Context: an optimization exercise on an open-source flow, tuned for small area and few clock cycles per item. The choices shown serve that exercise and are no tape-out recipe.
At most, simulation tests tie the RTL to the original design; equivalence was not proved.
The RTL of run 1 was laid out without a check of its function.

==> flow/design.v, too long to show whole: its modules and the start of the top module <==
// module fp_mult_pipe: 1664 lines
module fp_mult_pipe #(
   parameter int EXP_W = 8,
   parameter int MAN_W = 23
) (
   input  logic                 clk,
   input  logic                 rst_n,
   input  logic                 in_valid,
   output logic                 in_ready,
   input  logic [EXP_W+MAN_W:0] x,
   input  logic [EXP_W+MAN_W:0] y,
   output logic                 out_valid,
   input  logic                 out_ready,
   output logic [EXP_W+MAN_W:0] result
   ,
   output logic [3:0]           flags
);
  // ...
==> flow/flow/run.sh <==
#!/bin/bash
# Layout flow: the standard ORFS flow (standard.sh) with three changes:
#  - synthesis skips Yosys's generic `abc -fast` pass (synth -noabc), so the full
#    adders written in the RTL reach extract_fa as written;
#  - the final ABC technology mapping uses flow/abc.script (area recovery under a
#    delay target, then gate sizing) instead of ORFS's abc_speed.script;
#  - every port is buffered by a buf_2 instead of the default clkdlybuf4s50_1.
set -euo pipefail
cd "$(dirname "$0")/.."
W=$(pwd)
export FLOW_SYNTH_TCL=$W/synth_recipe.tcl
export FLOW_ABC_SCRIPT=$W/flow/abc.script
export BUFFER_PORTS_ARGS="-buffer_cell sky130_fd_sc_hd__buf_2"
bash standard.sh synth SYNTH_ARGS=-noabc SYNTH_SCRIPT=$W/flow/synth.tcl > synth.log 2>&1
bash standard.sh finish SYNTH_ARGS=-noabc SYNTH_SCRIPT=$W/flow/synth.tcl > layout.log 2>&1
==> flow/flow/abc.script <==
strash
ifraig
dch -f
map -D 5500
topo
stime -c
buffer -c
upsize -c -D 5500
dnsize -c -D 5500
==> flow/flow/synth.tcl <==
# The standard flow's synthesis script (synth_recipe.tcl, sourced below unchanged), with the
# technology-mapping ABC run given our own script (flow/abc.script) in place of
# ORFS's abc_speed.script.  Only the combinational mapping changes; registers are
# mapped before ABC runs and keep their standard-synthesis names and cells.
proc abc {args} {
  set i [lsearch -exact $args -script]
  if { $i >= 0 } {
    lset args [expr {$i + 1}] $::env(FLOW_ABC_SCRIPT)
    puts "flow/synth.tcl: abc -script $::env(FLOW_ABC_SCRIPT)"
  }
  yosys abc {*}$args
}
source $::env(FLOW_SYNTH_TCL)
==> flow/standard.sh <==
#!/bin/bash
# synth_recipe.tcl (not shown) runs the flow's synth.tcl, then flattens the netlist and writes it again
# the make line also repeats each setting of config.mk as NAME=value (left out here)
make -C /OpenROAD-flow-scripts/flow DESIGN_CONFIG=/design/flow/config.mk WORK_HOME=/design/flow/orfs CLKGATE_MAP_FILE= SYNTH_SCRIPT=/design/flow/synth_recipe.tcl "${@:-finish}"
==> flow/config.mk <==
export PLATFORM = sky130hd
export DESIGN_NAME = fp_mult_pipe
export DESIGN_NICKNAME = fp_mult_pipe
export VERILOG_FILES = /design/flow/design.v
export SDC_FILE = /design/flow/constraint.sdc
export NUM_CORES = 4
export LEC_CHECK = 0
export CAP_MARGIN = 20
export CORE_MARGIN = 2
export CORE_UTILIZATION = 40
export CTS_BUF_LIST = sky130_fd_sc_hd__clkbuf_8
export GPL_TIMING_DRIVEN = 0
export SLEW_MARGIN = 20
==> flow/constraint.sdc <==
create_clock -name core_clock -period 7.5 [get_ports {clk}]
set_input_delay 1.5000 -clock core_clock [delete_from_list [all_inputs] [get_ports {clk}]]
set_output_delay 1.5000 -clock core_clock [all_outputs]
set_load 0.01 [all_outputs]
==> impl_metrics.json, run 1 <==
{
  "tns_ps": 0,
  "holdWs_ps": 868,
  "synth-seq-area-share_pct": 7.77,
  "dr.pass1.iters": 5,
  "cts-resized-gates": 113,
  "path_cells": "buf_2, inv_1, clkbuf_1, xor2_1, o22ai_1, fa_1, fa_1, fa_2, fa_1, ha_1, a21oi_1, nand2_1, a211oi_4, nand2_4, nand4_1, nand4_1, buf_4, a21oi_1, nor2_1, nor2_1, xor2_1",
  "multi_input_cells": 1462,
  "wl_met3_mm": 3.94,
  "crit_type": "input port to register",
  "ys_types": 40,
  "critical-path-top-delay-family": "adder cells",
  "async_reset_ff_share_pct": 2.44,
  "drive_above_1_share_pct": 15.8,
  "buffers": 254,
  "grt_pass1_vias": 14337,
  "synth-compound-area-share_pct": 17.0,
  "clk_pin_slew_ps": 80,
  "grt_max_degree": 24,
  "avgSynthCellArea_um2": 8.73,
  "maxSlewHeadroom_pct": 24.2,
  "crit_buf_inv": 4,
  "path_depth": 21,
  "cts_buffers": 5,
  "final-hold-violation-count": 0,
  "min_from": "v_q$_DFFE_PN0P_",
  "core_um2": 38800,
  "outcome": "timing/DRC/antenna clean",
  "fin_area_um2": 18100,
  "largest_register_ffs": 26,
  "top_area_cell_class": "multi-input combinational cells",
  "hold_depth": 2,
  "hold_end": "v_q$_DFFE_PN0P_",
  "wire_per_inst_um": 22.5,
  "grt_use_met2_pct": 44.9,
  "seq_share_pct": 6.78,
  "synthXorXnorAreaFrac_pct": 17.4,
  "cp_slowest_stage_delay_ps": 860,
  "top_regs": "ph_q (26), e_q (9), sc_q (2)",
  "wl_met2_mm": 25.6,
  "cp_slowest_cell": "clkbuf_1",
  "antenna_found_initial": 0
}
==> inputs of run 2 (changes only) <==
--- a/flow/design.v
+++ b/flow/design.v
@@ -1619,17 +1619,17 @@
    assign rnd   = msb ? rnd1 : rnd0;
    assign inx   = ph_q[0] | st_q | (msb & ph_q[1]);
    always_comb begin
       ones[0] = 1'b1;
       for (int i = 1; i < SW; i++)
          ones[i] = ones[i-1] & man_n[i-1];
    end
    assign frac = man_n[MAN_W-1:0] ^ ({MAN_W{rnd}} & ones[MAN_W-1:0]);
-   assign cry  = rnd & ones[SW-1] & man_n[SW-1];
+   assign cry  = rnd & (&ph_q[SW:2]) & (msb | ph_q[1]);
    logic [XW-1:0] e_s;
    assign e_s = {1'b0, e_q} + XW'(msb) + XW'(cry);
    assign e_o = e_s[EXP_W-1:0] - BIAS[EXP_W-1:0];
    assign ovf = (e_s >= EMAX + BIAS);
    assign unf = (e_s <= BIAS);
    logic [W-1:0] r_d;
    logic [3:0]   f_d;
    always_comb begin
==> flow/flow/run.sh (replaced) <==
#!/bin/bash
# Layout flow: the standard ORFS flow (standard.sh) with three changes:
#  - synthesis skips Yosys's generic `abc -fast` pass (synth -noabc), so the full
#    adders written in the RTL reach extract_fa as written;
#  - the final ABC technology mapping uses flow/abc.script (area recovery under a
#    delay target, then gate sizing) instead of ORFS's abc_speed.script;
#  - every input port is buffered by a buf_2 and every output port by a buf_1,
#    instead of the default clkdlybuf4s50_1.
set -euo pipefail
cd "$(dirname "$0")/.."
W=$(pwd)
export FLOW_SYNTH_TCL=$W/synth_recipe.tcl
export FLOW_ABC_SCRIPT=$W/flow/abc.script
export PRE_GLOBAL_PLACE_TCL=$W/flow/ports.tcl
export BUFFER_PORTS_ARGS="-outputs -buffer_cell sky130_fd_sc_hd__buf_1"
bash standard.sh synth SYNTH_ARGS=-noabc SYNTH_SCRIPT=$W/flow/synth.tcl > synth.log 2>&1
bash standard.sh finish SYNTH_ARGS=-noabc SYNTH_SCRIPT=$W/flow/synth.tcl > layout.log 2>&1
==> flow/flow/ports.tcl (new file) <==
# Input ports get a buf_2 each; output ports get a buf_1 each (global_place.tcl's
# own buffer_ports call, through BUFFER_PORTS_ARGS in run.sh).
buffer_ports -inputs -buffer_cell sky130_fd_sc_hd__buf_2
==> flow/config.mk (replaced) <==
export PLATFORM = sky130hd
export DESIGN_NAME = fp_mult_pipe
export DESIGN_NICKNAME = fp_mult_pipe
export VERILOG_FILES = /design/flow/design.v
export SDC_FILE = /design/flow/constraint.sdc
export NUM_CORES = 4
export LEC_CHECK = 0
export CAP_MARGIN = 20
export CORE_MARGIN = 2
export CORE_UTILIZATION = 50
export CTS_BUF_LIST = sky130_fd_sc_hd__clkbuf_8
export GPL_TIMING_DRIVEN = 0
export SLEW_MARGIN = 20
==> impl_metrics.json, run 2 <==
{
  "syn2layout_area_growth_pct": 10.1,
  "grt_pass1_vias": 13904,
  "cp_data_required_time_ps": 7540,
  "crit_fanout": 12,
  "dp.cells": 2323,
  "regArea_um2": 1230,
  "root_buffer": "clkbuf_8",
  "multi_input_area_um2": 13500,
  "path_depth": 21,
  "nNetsFinal": 2378,
  "crit_arrival_ps": 7320,
  "dp_hpwl_mm": 45.3,
  "largest_register_ffs": 26,
  "io_buffers": 105,
  "cts_tree": "yes",
  "worst_setup_path_end_kind": "register",
  "grt_pass1_wl_mm": 81.8,
  "grt_overflow": 0,
  "grt_max_degree": 26,
  "startpoint_type": "input port",
  "layout_commonest_cell": "xor2_1",
  "regMostFlops": "ph_q",
  "cts_buffers": 5,
  "track_usage_pct": 32.7,
  "ys_types": 42,
  "die_w_um": 182,
  "ys_seq_elements": 41,
  "async_reset_ff_share_pct": 2.44,
  "synthTopCellsByArea": "fa_1 (33%), xor2_1 (15%), o22ai_1 (9.8%), ha_1 (8.7%), edfxtp_1 (7.6%)",
  "period_share_pct": 97.0,
  "viasPerCell": 5.95,
  "drtAntennaViolNets": 0,
  "antenna_found_initial": 0,
  "synth-seq-area-share_pct": 7.76,
  "dieArea_um2": 33100,
  "fillers": 2961,
  "dr_total_vias": 13947,
  "clockBufferDepth": 2,
  "r2r_cells": 2,
  "rsz0062_at_grt": "true",
  "top_regs": "ph_q (26), e_q (9), sc_q (2)",
  "wl_met3_mm": 4.18,
  "die_height_um": 182,
  "routed_wl_mm": 52.8,
  "cts_max_level": 2,
  "core_um2": 31300,
  "maxSlewViolCount": 0,
  "globalplace.congestion": 1.00,
  "synth_most_common_cell": "xor2_1",
  "netlist_area_um2": 15800,
  "worst_slew_pin_slew_ps": 1130,
  "antenna_cells": 0,
  "syn-num-nets": 2252,
  "avgSynthCellArea_um2": 8.71,
  "critical-path-top-delay-family": "adder cells",
  "yosysTopAreaCellShare_pct": 32.8,
  "pre_cts_ws_ps": -1550,
  "drive_above_1_share_pct": 10.0,
  "final-hold-violation-count": 0,
  "dr.pass1.iters": 6,
  "maxSlewHeadroom_pct": 24.6,
  "wl_met2_mm": 23.8,
  "holdWs_ps": 825,
  "setup_viol": 0,
  "initial_core_util_pct": 50.5,
  "outcome": "timing/DRC/antenna clean",
  "tns_ps": 0,
  "synth.largest_area_cell": "fa_1",
  "wire_per_inst_um": 22.5,
  "hold_path_class": "register to register",
  "num_rows": 65,
  "cp_slowest_cell": "inv_1",
  "path_cells": "buf_2, inv_1, xor2_1, o22ai_1, fa_1, fa_1, fa_1, fa_1, fa_1, ha_1, a21oi_2, nor3_1, nor3_1, nor3_1, nor3_1, inv_1, a21oi_4, o221ai_4, buf_4, a211oi_1, xnor2_1",
  "numClockSinks": 41,
  "yosysWarnings": 1,
  "finClkSkew_ps": 5.98,
  "synth_edf_count": 40,
  "crit_buf_inv": 4,
  "fmax_mhz": 137,
  "hold_depth": 2,
  "top_layer_used": "met4",
  "layout_common_cells": "xor2_1 (275), fa_1 (256), o22ai_1 (247)",
  "cpMostUsedCell": "fa_1",
  "layout.cells.non_filler": 2343,
  "synthCells": 1815,
  "clkLatencyLatePin_ps": 290,
  "min_period_ps": 7280,
  "io_pins": 106,
  "synth_ff_type": "edfxtp_1",
  "ys_top_cells_by_count": "xor2_1 (275), fa_1 (259), o22ai_1 (247), inv_1 (208), nand2_1 (141)",
  "cp_slowest_stage_delay_ps": 680,
  "clk_pin_slew_ps": 70,
  "m1WireLength_mm": 22.4,
  "dr.first_iter.drc_count": 1208,
  "drv_cap": 0,
  "drc": 0,
  "worst_slack_ps": 223,
  "crit_type": "input port to register"
}
[run 2: cell types whose count changed after synthesis, moves of 3 or more]
cell / before / now
clkbuf_1: 83 / 87
nand3_1: 33 / 26
o22ai_1: 237 / 247
nand2_1: 149 / 141
buf_1: 21 / 18
a221oi_1: 4 / 1
a21oi_1: 80 / 51
xnor2_1: 37 / 44
nor3_1: 29 / 38
inv_1: 192 / 208
nor2_1: 98 / 110
nand4_1: 11 / 14
[run 2: final timing paths]
path	slack (ps)	to	startpoint
max reg2reg	6190	ph_q[19]$_DFFE_PP_	v_q$_DFFE_PN0P_
max in group asynchronous	6450	v_q$_DFFE_PN0P_	rst_n
max	220	ph_q[23]$_DFFE_PP_	x[5]
min reg2reg	830	v_q$_DFFE_PN0P_	v_q$_DFFE_PN0P_
min	830	v_q$_DFFE_PN0P_	v_q$_DFFE_PN0P_
min in group asynchronous	960	v_q$_DFFE_PN0P_	rst_n
[run 2: cell type report]
cell class	instances	area share [%]
timing repair buffer	133	4.14
tap	402	2.89
buffer	91	2.78
inverter	218	4.76
sequential	41	7.04
clock inverter	2	0.201
multi-input combinational	1451	77.8
clock buffer	5	0.395
[run 2: cell families (layout without fill, tap and decap cells)]
family	after synthesis	count (layout)	share of synthesized area, %
fa+ha+maj	369	369	41.5
simple gates	346	346	9.23
xor+xnor	319	319	17.7
flops	41	41	7.75
compound gates	417	417	16.2
buf+inv	323	449	7.67
[run 2: layer usage]
layer  track usage, %  vias up
li1                 -     6424
met2             52.6      645
met3             4.25      127
met4             13.2        0
met1             44.9     6751
met5                0        -
[run 2: worst register-to-register path, cell delays in order (launching register included)]
cell     delay, ps
dfrtp_1        390
nand2_2        380
buf_16         230
[run 2: timing repair]
action / CTS / global route
setup endpoints to repair: 26 / 20
pin swaps: 5 / 8
resized for setup: 68 / 91
hold buffers: 0 / 0
buffers inserted: 9 / 18
[run 2: per-stage QoR]
stage / instance area (µm²) / utilization (%)
CTS: 17200 / 54.8
floorplan: 15800 / -
finish: 17400 / 55.6
global placement: 16800 / 53.7
detailed placement: 16800 / 53.8
global route: 17400 / 55.6
Testbench counts of run 2, summed over its fixed seeds: cycles 16,008, items 16,000.
==> inputs of run 3 (changes only) <==
--- a/flow/config.mk
+++ b/flow/config.mk
@@ -10,4 +10,5 @@
 export CORE_UTILIZATION = 50
 export CTS_BUF_LIST = sky130_fd_sc_hd__clkbuf_8
 export GPL_TIMING_DRIVEN = 0
+export PLACE_DENSITY = 0.7
 export SLEW_MARGIN = 20
==> impl_metrics.json, run 3 <==
{
  "outcome": "timing/DRC/antenna clean",
  "clk_pin_slew_ps": 70,
  "numClockSinks": 41,
  "final-hold-violation-count": 0,
  "async_reset_ff_share_pct": 2.44,
  "drv_cap": 0,
  "netlist_area_um2": 15800,
  "drive_above_1_share_pct": 10.5,
  "worst_slack_ps": 192,
  "clockBufferDepth": 2,
  "setup_viol": 0,
  "worst_slew_pin_slew_ps": 1110,
  "cts_buffers": 5,
  "largest_register_ffs": 26,
  "antenna_found_initial": 0,
  "drc": 0,
  "drtAntennaViolNets": 0,
  "grt_pass1_vias": 14221,
  "nNetsFinal": 2389,
  "min_period_ps": 7310,
  "path_cells": "buf_2, clkbuf_1, inv_2, xor2_1, o22ai_1, fa_1, fa_1, fa_1, fa_1, fa_1, ha_1, a21oi_1, nor3_1, nor3_2, nor3_1, nor3_1, inv_1, a21oi_4, o221ai_4, buf_4, a31oi_1, nand2_1, xor2_1",
  "ys_seq_elements": 41,
  "finClkSkew_ps": 15.6,
  "dp_hpwl_mm": 44.9,
  "worst_setup_path_end_kind": "register",
  "layout_common_cells": "xor2_1 (271), fa_1 (256), o22ai_1 (247)",
  "crit_arrival_ps": 7340,
  "synthTopCellsByArea": "fa_1 (33%), xor2_1 (15%), o22ai_1 (9.8%), ha_1 (8.7%), edfxtp_1 (7.6%)",
  "track_usage_pct": 32.3,
  "maxSlewHeadroom_pct": 25.7,
  "grt_pass1_wl_mm": 80.9,
  "yosysWarnings": 1,
  "layout_commonest_cell": "xor2_1",
  "synth_ff_type": "edfxtp_1",
  "routed_wl_mm": 52.7,
  "crit_buf_inv": 5,
  "critical-path-top-delay-family": "adder cells",
  "die_height_um": 182,
  "cts_max_level": 2,
  "cts_tree": "yes",
  "rsz0062_at_grt": "true",
  "pre_cts_ws_ps": -1630,
  "io_pins": 106,
  "clkLatencyLatePin_ps": 300,
  "cp_slowest_stage_delay_ps": 640,
  "hold_path_class": "register to register",
  "cpMostUsedCell": "fa_1",
  "wire_per_inst_um": 22.4,
  "fmax_mhz": 137,
  "cp_slowest_cell": "fa_1",
  "top_regs": "ph_q (26), e_q (9), sc_q (2)",
  "period_share_pct": 97.4,
  "cp_data_required_time_ps": 7530,
  "dr_total_vias": 14052,
  "viasPerCell": 5.97,
  "dr.pass1.iters": 6,
  "synthCells": 1815,
  "final_core_util_pct": 55.9,
  "maxSlewViolCount": 0,
  "globalplace.congestion": 1.01,
  "regMostFlops": "ph_q",
  "io_buffers": 105,
  "startpoint_type": "input port",
  "syn2layout_area_growth_pct": 10.6,
  "syn-num-nets": 2252,
  "synth_most_common_cell": "xor2_1",
  "antenna_cells": 0,
  "grt_overflow": 0,
  "synth_edf_count": 40,
  "crit_fanout": 10,
  "avgSynthCellArea_um2": 8.71,
  "synth.largest_area_cell": "fa_1",
  "dr.first_iter.drc_count": 1231,
  "ys_types": 42,
  "die_w_um": 182,
  "synth-seq-area-share_pct": 7.76,
  "num_rows": 65,
  "grt_max_degree": 26,
  "yosysTopAreaCellShare_pct": 32.8,
  "dieArea_um2": 33100,
  "ys_top_cells_by_count": "xor2_1 (275), fa_1 (259), o22ai_1 (247), inv_1 (208), nand2_1 (141)",
  "crit_type": "input port to register",
  "hold_buffers": 0,
  "initial_core_util_pct": 50.5,
  "root_buffer": "clkbuf_8",
  "core_um2": 31300
}
[run 3: final cells by class]
class / instances / area, µm²
inverters: 218 / 828
multi-input cells: 1451 / 13600
plain buffers: 91 / 473
repair buffers: 144 / 816
flip-flops and latches: 41 / 1230
fillers: 2917 / 13800
clock inverters: 3 / 18.8
clock buffers: 5 / 68.8
well taps: 402 / 503
[run 3: final timing paths]
check,start,end,slack (ps),cells past startpoint
max,x[9],ph_q[25]$_DFFE_PP_,190,23
min in group asynchronous,rst_n,v_q$_DFFE_PN0P_,970,1
min reg2reg,v_q$_DFFE_PN0P_,v_q$_DFFE_PN0P_,800,2
min,v_q$_DFFE_PN0P_,v_q$_DFFE_PN0P_,800,2
max in group asynchronous,rst_n,v_q$_DFFE_PN0P_,6450,1
max reg2reg,v_q$_DFFE_PN0P_,inv_q$_DFFE_PP_,6220,2
[run 3: stage by stage]
step | instance area (µm²) | hold WS (ps) | TNS, ps | std cells
after floorplan | 15800 | 1200 | 0 | 1815
after global placement | 16800 | 1270 | -25460 | 2322
after detailed placement | 16800 | 787 | -26110 | 2323
after CTS | 17100 | 805 | 0 | 2327
after global routing | 17500 | 857 | -104 | 2355
final | 17500 | 795 | 0 | 2355
[run 3: logic make-up after synthesis]
group / after synthesis / share of synthesized area [%]
XOR/XNOR: 319 / 17.7
buffers and inverters: 323 / 7.67
flip-flops: 41 / 7.75
AO/OA/AOI/OAI: 417 / 16.2
adder cells (fa/ha/maj): 369 / 41.5
AND/OR/NAND/NOR: 346 / 9.23
[run 3: worst min-delay path, cell delays in order, from the launching register on]
cell and delay, ps:
dfrtp_1 360, nand2_2 270, nand2_1 130
[run 3: repair_timing]
action / CTS / global route
pin swaps: 6 / 9
setup endpoints to repair: 26 / 18
resized for setup: 70 / 77
setup buffers: 7 / 31
[run 3: metal layers]
metal  share of wire, %  vias up  wire, µm  global-route usage [%]
met5                  0        -         0                       0
met1                 42     6807     21900                    43.0
met4                5.7        0      3010                    16.3
met2                 44      678     23300                    51.1
li1                   -     6439         -                       -
met3                8.5      128      4500                    5.33
==> inputs of run 4 (changes only) <==
--- a/flow/config.mk
+++ b/flow/config.mk
@@ -10,5 +10,5 @@
 export CORE_UTILIZATION = 50
 export CTS_BUF_LIST = sky130_fd_sc_hd__clkbuf_8
 export GPL_TIMING_DRIVEN = 0
-export PLACE_DENSITY = 0.7
+export PLACE_DENSITY = 0.65
 export SLEW_MARGIN = 20
==> impl_metrics.json, run 4 <==
{
  "io_pins": 106,
  "clk_pin_slew_ps": 80,
  "drtAntennaViolNets": 0,
  "synth_edf_count": 40,
  "clkLatencyLatePin_ps": 300,
  "setup_viol": 0,
  "cp_slowest_stage_delay_ps": 550,
  "final-hold-violation-count": 0,
  "top_regs": "ph_q (26), e_q (9), sc_q (2)",
  "drv_cap": 0,
  "synth-seq-area-share_pct": 7.76,
  "async_reset_ff_share_pct": 2.44,
  "crit_fanout": 8,
  "clockBufferDepth": 2,
  "dr_total_vias": 14059,
  "die_w_um": 182,
  "viasPerCell": 5.93,
  "cts_max_level": 2,
  "dr.first_iter.drc_count": 1296,
  "synth.largest_area_cell": "fa_1",
  "dieArea_um2": 33100,
  "root_buffer": "clkbuf_8",
  "pre_cts_ws_ps": -1650,
  "cpMostUsedCell": "fa_1",
  "yosysWarnings": 1,
  "period_share_pct": 96.5,
  "globalplace.congestion": 1.01,
  "synth_most_common_cell": "xor2_1",
  "startpoint": "y[9]",
  "maxSlewHeadroom_pct": 25.3,
  "syn2layout_area_growth_pct": 12.2,
  "place_area_um2": 16800,
  "layout_commonest_cell": "xor2_1",
  "regMostFlops": "ph_q",
  "r2r_start": "v_q$_DFFE_PN0P_",
  "synthCells": 1815,
  "worst_slack_ps": 263,
  "drc": 0,
  "synthTopCellsByArea": "fa_1 (33%), xor2_1 (15%), o22ai_1 (9.8%), ha_1 (8.7%), edfxtp_1 (7.6%)",
  "holdWs_ps": 848,
  "nNetsFinal": 2404,
  "die_height_um": 182,
  "cp_data_required_time_ps": 7550,
  "grt_pass1_vias": 13807,
  "outcome": "timing/DRC/antenna clean",
  "dp_hpwl_mm": 45.2,
  "numClockSinks": 41,
  "fin_area_um2": 17700,
  "antenna_found_initial": 0,
  "io_buffers": 105,
  "initial_core_util_pct": 50.5,
  "fmax_mhz": 138,
  "grt_overflow": 0,
  "cp_slowest_cell": "fa_1",
  "layout_common_cells": "xor2_1 (268), fa_1 (256), o22ai_1 (245)",
  "ys_seq_elements": 41,
  "syn-num-nets": 2252,
  "tns_ps": 0,
  "grt_pass1_wl_mm": 80.7,
  "hold_buffers": 0,
  "cts_tree": "yes",
  "finClkSkew_ps": 5.38,
  "min_period_ps": 7240,
  "grt_max_degree": 24,
  "worst_setup_path_end_kind": "register",
  "dr.pass1.iters": 5,
  "worst_slew_pin_slew_ps": 1120,
  "drive_above_1_share_pct": 12.1,
  "core_um2": 31300,
  "yosysTopAreaCellShare_pct": 32.8,
  "avgSynthCellArea_um2": 8.71,
  "num_rows": 65,
  "ys_types": 42,
  "antenna_cells": 0,
  "crit_type": "input port to register",
  "cts_buffers": 5,
  "hold_path_class": "register to register",
  "synth_ff_type": "edfxtp_1",
  "track_usage_pct": 32.3,
  "routed_wl_mm": 52.8,
  "crit_arrival_ps": 7280,
  "wire_per_inst_um": 22.3,
  "startpoint_type": "input port",
  "maxSlewViolCount": 0,
  "netlist_area_um2": 15800,
  "min_from": "v_q$_DFFE_PN0P_",
  "largest_register_ffs": 26,
  "ys_top_cells_by_count": "xor2_1 (275), fa_1 (259), o22ai_1 (247), inv_1 (208), nand2_1 (141)"
}
## run 4: cell counts after synthesis
Identical to the previous run, type by type.
## run 4: what timing repair did
item | 4_1_cts | 5_1_grt
pin swaps | 3 | 16
setup endpoints to repair | 26 | 21
setup buffers | 6 | 52
gates resized for setup | 63 | 117
## run 4: metrics by stage
step / utilization (%) / std cells
CTS: 54.8 / 2329
floorplan: - / 1815
global route: 56.6 / 2370
detailed placement: 53.8 / 2323
finish: 56.6 / 2370
global placement: 53.7 / 2322
## run 4: final cells by class
cell class / count / area [µm²]
sequential: 41 / 1230
timing repair buffer: 164 / 978
multi-input combinational: 1451 / 13600
tap: 402 / 503
inverter: 218 / 840
fill: 2909 / 13600
clock inverter: 3 / 41.3
buffer: 86 / 468
clock buffer: 5 / 68.8
## run 4: kinds of logic after synthesis
group | share of synthesized area (%)
flip-flops | 7.75
AND/OR/NAND/NOR | 9.23
XOR/XNOR | 17.7
buffers and inverters | 7.67
adder cells (fa/ha/maj) | 41.5
AO/OA/AOI/OAI | 16.2
## run 4: worst max-delay path: cells and delay by family
family / cells / cell delay, ps
buf+inv: 6 / 710
xor+xnor: 2 / 350
compound gates: 6 / 1220
simple gates: 5 / 340
fa+ha+maj: 7 / 3160
## run 4: path summary, 6_finish.rpt
path,to,slack [ps],cells after the start
worst max-delay path,ph_q[18]$_DFFE_PP_,260,26
worst min-delay path,v_q$_DFFE_PN0P_,850,2
worst max register to register,ph_q[12]$_DFFE_PP_,6170,2
worst min register to register,v_q$_DFFE_PN0P_,850,2
max in group asynchronous,v_q$_DFFE_PN0P_,6460,1
min in group asynchronous,v_q$_DFFE_PN0P_,960,1
## run 4: layer usage
layer | up-vias | track usage, % | share of wire, %
met5 | - | 0 | 0
met4 | 0 | 14.4 | 5.3
met3 | 120 | 4.15 | 8.1
met2 | 660 | 51.5 | 45
met1 | 6794 | 44.1 | 42
li1 | 6485 | - | -
==> inputs of run 5 (changes only) <==
--- a/flow/config.mk
+++ b/flow/config.mk
@@ -7,8 +7,9 @@
 export LEC_CHECK = 0
 export CAP_MARGIN = 20
 export CORE_MARGIN = 2
-export CORE_UTILIZATION = 50
+export CORE_UTILIZATION = 40
 export CTS_BUF_LIST = sky130_fd_sc_hd__clkbuf_8
+export CTS_CLUSTER_DIAMETER = 100
+export CTS_CLUSTER_SIZE = 30
 export GPL_TIMING_DRIVEN = 0
-export PLACE_DENSITY = 0.65
 export SLEW_MARGIN = 20
==> impl_metrics.json, run 5 <==
{
  "worst_setup_path_end_kind": "register",
  "drc": 0,
  "synthCells": 1815,
  "synth_edf_count": 40,
  "crit_buf_inv": 4,
  "clockBufferDepth": 2,
  "top_regs": "ph_q (26), e_q (9), sc_q (2)",
  "yosys.area_share.simple_pct": 9.23,
  "dieArea_um2": 41100,
  "crit_type": "input port to register",
  "fmax_mhz": 137,
  "finClkSkew_ps": 8.24,
  "grt_max_degree": 28,
  "avgSynthCellArea_um2": 8.71,
  "ys_top_cells_by_count": "xor2_1 (275), fa_1 (259), o22ai_1 (247), inv_1 (208), nand2_1 (141)",
  "hold_buffers": 0,
  "r2r_slack_ps": 6200,
  "antenna_cells": 0,
  "dr.first_iter.drc_count": 1137,
  "synth_ff_type": "edfxtp_1",
  "yosysWarnings": 1,
  "globalplace.congestion": 1.01,
  "netlist_area_um2": 15800,
  "largest_register_ffs": 26,
  "maxSlewViolCount": 0,
  "dr_total_vias": 13983,
  "critical-path-top-delay-family": "adder cells",
  "root_buffer": "clkbuf_8",
  "yosysTopAreaCellShare_pct": 32.8,
  "die_w_um": 203,
  "period_share_pct": 97.1,
  "outcome": "timing/DRC/antenna clean",
  "synthTopCellsByArea": "fa_1 (33%), xor2_1 (15%), o22ai_1 (9.8%), ha_1 (8.7%), edfxtp_1 (7.6%)",
  "synth-seq-area-share_pct": 7.76,
  "crit_arrival_ps": 7340,
  "maxSlewHeadroom_pct": 20.5,
  "cts_max_level": 2,
  "cpMostUsedCell": "fa_1",
  "synth.largest_area_cell": "fa_1",
  "fillers": 3836,
  "holdWs_ps": 811,
  "io_buffers": 105,
  "cts_tree": "yes",
  "cp_slowest_stage_delay_ps": 630,
  "startpoint_type": "input port",
  "syn-num-nets": 2252,
  "cp_slowest_cell": "fa_1",
  "grt_pass1_vias": 14148,
  "setup_viol": 0,
  "min_period_ps": 7280,
  "synth_most_common_cell": "xor2_1",
  "layout_commonest_cell": "xor2_1",
  "routed_wl_mm": 54.7,
  "path_cells": "buf_2, ha_1, inv_1, clkbuf_2, o22ai_1, fa_1, fa_1, fa_1, fa_1, fa_2, ha_1, nand2_1, nor4_1, nand2_1, o211ai_1, buf_4, a21oi_4, o221ai_4, a21oi_1, nor2_1, nor2_1, xor2_1",
  "syn2layout_area_growth_pct": 13.1,
  "drive_above_1_share_pct": 12.3,
  "nNetsFinal": 2410,
  "regArea_um2": 1230,
  "dp_hpwl_mm": 46.7,
  "grt_pass1_wl_mm": 83.4,
  "die_height_um": 203,
  "final-hold-violation-count": 0,
  "crit_fanout": 10,
  "numClockSinks": 41,
  "antenna_found_initial": 0,
  "io_pins": 106,
  "synth-compound-area-share_pct": 16.2,
  "clkLatencyLatePin_ps": 310,
  "drtAntennaViolNets": 0,
  "cts_buffers": 5,
  "synthMuxAreaShare_pct": 0,
  "async_reset_ff_share_pct": 2.44,
  "initial_core_util_pct": 40.7,
  "layout_common_cells": "xor2_1 (275), fa_1 (256), o22ai_1 (244)",
  "viasPerCell": 5.61,
  "wire_per_inst_um": 21.9,
  "multi_input_area_um2": 13600,
  "synth_top_family_by_area": "adder cells",
  "track_usage_pct": 26.8,
  "cp_data_required_time_ps": 7560,
  "num_rows": 72,
  "core_um2": 38800,
  "ys_seq_elements": 41,
  "final_core_util_pct": 46.1,
  "synthXorXnorAreaFrac_pct": 17.7,
  "hold_path_class": "register to register",
  "synth_fa_ha_area_share_pct": 41.5,
  "drv_cap": 0,
  "dr.pass1.iters": 5,
  "worst_slew_pin_slew_ps": 1190,
  "ys_types": 42,
  "grt_overflow": 0,
  "regMostFlops": "ph_q",
  "clk_pin_slew_ps": 80
}
## run 5: worst reg2reg max path, delay by kind of cell, from the launching register on
family / cells / cell delay, ps
and+or+nand+nor: 1 / 370
buffers and inverters: 1 / 240
DFF: 1 / 390
## run 5: what timing repair did
item / CTS / global route
setup buffers: 3 / 59
endpoints found under the hold margin: 0 / 0
resized for setup: 59 / 137
gates cloned: 0 / 0
pin swaps: 1 / 11
endpoints found under the setup margin: 26 / 18
## run 5: cells by family (layout without fill, tap and decap cells)
family | count (synthesis) | in the layout
compound gates | 417 | 417
xor+xnor | 319 | 319
fa+ha+maj | 369 | 369
buf+inv | 323 | 482
flops | 41 | 41
simple gates | 346 | 346
## run 5: stage by stage
step                      area (µm²)  cells  TNS (ps)  setup slack (ps)
final                          17900   2492         0               221
after global routing           17900   2492     -53.9             -19.7
after CTS                      17300   2438         0              4.41
after detailed placement       17000   2439    -27010             -1610
after global placement         17000   2438    -25690             -1580
after floorplan                15800   1815         0              12.3
## run 5: path summary, 6_finish.rpt
check | start | endpoint | cells after the start
max | y[9] | ph_q[20]$_DFFE_PP_ | 22
min | v_q$_DFFE_PN0P_ | v_q$_DFFE_PN0P_ | 2
max reg2reg | v_q$_DFFE_PN0P_ | ph_q[5]$_DFFE_PP_ | 2
min reg2reg | v_q$_DFFE_PN0P_ | v_q$_DFFE_PN0P_ | 2
max in group asynchronous | rst_n | v_q$_DFFE_PN0P_ | 1
min in group asynchronous | rst_n | v_q$_DFFE_PN0P_ | 1
## run 5: area by class of cell
type / instances / share of cell area, %
Multi-Input combinational cell: 1451 / 75.8
Sequential cell: 41 / 6.85
Timing Repair Buffer: 168 / 5.58
Inverter: 218 / 4.79
Tap cell: 518 / 3.62
Buffer: 88 / 2.69
Clock buffer: 5 / 0.385
Clock inverter: 3 / 0.259
## run 5: routing by layer
layer	GRT usage [%]	wire, µm
met1	36.2	23700
met5	0	0
met4	10.3	2260
met3	3.95	4000
met2	43.5	24700

==> static timing again, ports no longer ideal <==
The results above use ideal ports. As a check the final layouts listed here were re-extracted and re-timed, cells and wires unchanged.
Step 1, drivers: a clkbuf_16 drives clk and a buf_2 each remaining input, both assumed.
Step 2 times the ports against the registers' clock, not the clock port: input delays grow and output delays shrink by t, the midpoint of the rising clock arrivals with the driver on.
Slacks: ideal ports / drivers / drivers and shift; pairs: ideal ports / drivers.
run | t (ns) | slack for setup (ns) | pins driven straight from the clock port
run 1 | 0.327 | 0.122 / 0.127 / -0.200 | 1
run 2 | 0.323 | 0.223 / 0.232 / -0.091 | 1
run 3 | 0.327 | 0.192 / 0.201 / -0.126 | 1
run 4 | 0.327 | 0.263 / 0.273 / -0.054 | 1
run 5 | 0.334 | 0.221 / 0.213 / -0.121 | 1
Met with ideal ports but missed after step 2: setup timing in every run listed. The setup slack of run 5, which loses most, moves by -0.008 ns with the drivers and by -0.342 ns with both steps.
